From an optimization exercise on the open Yosys and OpenROAD flow, aimed at a short achievable clock period; shortcuts taken in it are not production practice.
Function was checked by simulation only, so behaviour that the tests miss may differ from the original.
Power is estimated from default activity; no workload was simulated.

Design cap_pipe_top, start of the top module:
module cap_pipe_top (
    input  wire logic                CLK,
    input  wire logic                rst_n,
    input  wire logic                insn_valid,
    input  wire logic [31:0]         insn,
    output logic                     retire_valid,
    output logic [38:0]              retire    
);
==> flow/config.mk <==
export PLATFORM = sky130hd
export DESIGN_NAME = cap_pipe_top
export DESIGN_NICKNAME = cap_pipe_top
export VERILOG_FILES = /design/flow/design.v
export SDC_FILE = /design/flow/constraint.sdc
export NUM_CORES = 4
export LEC_CHECK = 0
export CAP_MARGIN = 20
export CORE_MARGIN = 2
export CORE_UTILIZATION = 55
export SETUP_SLACK_MARGIN = 3.5
export SLEW_MARGIN = 20
export TNS_END_PERCENT = 100
==> flow/constraint.sdc <==
create_clock -name core_clock -period 6.0 [get_ports {CLK}]
set_input_delay 1.2000 -clock core_clock [delete_from_list [all_inputs] [get_ports {CLK}]]
set_output_delay 1.2000 -clock core_clock [all_outputs]
set_load 0.01 [all_outputs]
standard.sh (not shown) runs the stock make flow with config.mk's settings and CLKGATE_MAP_FILE= SYNTH_SCRIPT=/design/flow/synth_recipe.tcl, a recipe that flattens the netlist after the stock synthesis.
==> flow/flow/run.sh <==
#!/bin/bash
set -euo pipefail
cd "$(dirname "$0")/.."
export BUFFER_PORTS_ARGS="-buffer_cell sky130_fd_sc_hd__buf_4"
bash standard.sh finish > standard_flow.log 2>&1
Change:
==> flow/run.sh (new file) <==
#!/bin/bash
# synth_recipe.tcl (not shown) runs the flow's synth.tcl, then flattens the netlist and writes it again
# the make line also repeats each setting of config.mk as NAME=value (left out here)
make -C /OpenROAD-flow-scripts/flow DESIGN_CONFIG=/design/flow/config.mk WORK_HOME=/design/flow/orfs CLKGATE_MAP_FILE= SYNTH_SCRIPT=/design/flow/synth_recipe.tcl finish
GPL_ROUTABILITY_DRIVEN = 0   (was unset)
removed: flow/flow/run.sh
removed: flow/standard.sh
After rerunning:
- The changed run completed without violations
- maximum frequency climbs slightly
- routed wire length is about the same
- flip-flop and latch count does not change
- core utilization came out higher by 0.27 points
- die area does not change
- total power stays flat
- count of clock-buffer cells in the layout drops by 6
Change:
CORE_UTILIZATION = 58   (was 55)
GPL_ROUTABILITY_DRIVEN = unset   (was 0)
Result: The new run produced a clean layout. Global-route usage goes up by 2.1 points. Setup slack loses 0.033 ns. Hold slack loses 0.0072 ns. Total power goes down slightly. Routed wire length goes down slightly. Count of clock-buffer cells in the layout goes down by 1.

---

Starting RTL as in the previous note.
==> flow/design.v (excerpt) <==
module cap_pipe_top (
    input  wire logic                CLK,
    input  wire logic                rst_n,
    input  wire logic                insn_valid,
    input  wire logic [31:0]         insn,
    output logic                     retire_valid,
    output logic [38:0]              retire    
);
==> flow/config.mk <==
export PLATFORM = sky130hd
export DESIGN_NAME = cap_pipe_top
export DESIGN_NICKNAME = cap_pipe_top
export VERILOG_FILES = /design/flow/design.v
export SDC_FILE = /design/flow/constraint.sdc
export NUM_CORES = 4
export LEC_CHECK = 0
export CAP_MARGIN = 20
export CORE_MARGIN = 2
export CORE_UTILIZATION = 55
export SETUP_SLACK_MARGIN = 3.5
export SLEW_MARGIN = 20
export TNS_END_PERCENT = 100
==> flow/constraint.sdc <==
create_clock -name core_clock -period 6.0 [get_ports {CLK}]
set_input_delay 1.2000 -clock core_clock [delete_from_list [all_inputs] [get_ports {CLK}]]
set_output_delay 1.2000 -clock core_clock [all_outputs]
set_load 0.01 [all_outputs]
run.sh (not shown) runs the stock make flow with config.mk's settings and CLKGATE_MAP_FILE= SYNTH_SCRIPT=/design/flow/synth_recipe.tcl, a recipe that flattens the netlist after the stock synthesis.
Stock flow here: none of the scripts above is used.
The starting point passed the timing, design-rule and antenna checks.
Change:
==> flow/flow/run.sh (new file) <==
#!/bin/bash
set -euo pipefail
cd "$(dirname "$0")/.."
export BUFFER_PORTS_ARGS="-buffer_cell sky130_fd_sc_hd__buf_4"
bash standard.sh finish > standard_flow.log 2>&1
==> flow/standard.sh (new file) <==
#!/bin/bash
# synth_recipe.tcl (not shown) runs the flow's synth.tcl, then flattens the netlist and writes it again
# the make line also repeats each setting of config.mk as NAME=value (left out here)
make -C /OpenROAD-flow-scripts/flow DESIGN_CONFIG=/design/flow/config.mk WORK_HOME=/design/flow/orfs CLKGATE_MAP_FILE= SYNTH_SCRIPT=/design/flow/synth_recipe.tcl "${@:-finish}"
--- a/flow/config.mk
+++ b/flow/config.mk
@@ -8,5 +8,5 @@
 export CAP_MARGIN = 20
 export CORE_MARGIN = 2
-export CORE_UTILIZATION = 55
+export CORE_UTILIZATION = 50
 export SETUP_SLACK_MARGIN = 3.5
 export SLEW_MARGIN = 20
removed: flow/run.sh
Routed wire length stays flat.
Hold slack degrades by 0.011 ns.
Worst setup slack degrades by 0.16 ns.
Die area grows by roughly a tenth.
Clock skew barely changes.

## port drivers added, routing unchanged
No port has a modelled driver above. Below, the same layouts with a new extraction and two added sets of constraints. Step 1 sets driving cells, clkbuf_16 on the clock port and buf_2 on the other inputs (assumed; they add their load-dependent delay and slew). Step 2 also shifts input and output timing later by t, the mid clock arrival at the registers, as if the neighbouring blocks saw the same clock. Slacks: ideal / step 1 / step 2; pairs: ideal / step 1.
| run | t, ns | slack for setup (ns) | worst setup path after step 2 |
|---|---|---|---|
| the first run of note 1 | 0.889 | 3.377 / 3.377 / 2.620 | input to register |
| the second run of note 1 | 0.900 | 3.426 / 3.402 / 2.662 | input to register |
| the third run of note 1 | 0.871 | 3.392 / 3.392 / 2.638 | input to register |
| the first run of note 2 | 0.887 | 3.461 / 3.417 / 2.607 | input to register |
| the second run of note 2 | 0.893 | 3.304 / 3.227 / 2.663 | input to register |
After both steps every run listed still meets setup and hold. The setup slack of the first run of note 2, which loses most, moves by -0.044 ns with the drivers and by -0.854 ns with both steps.
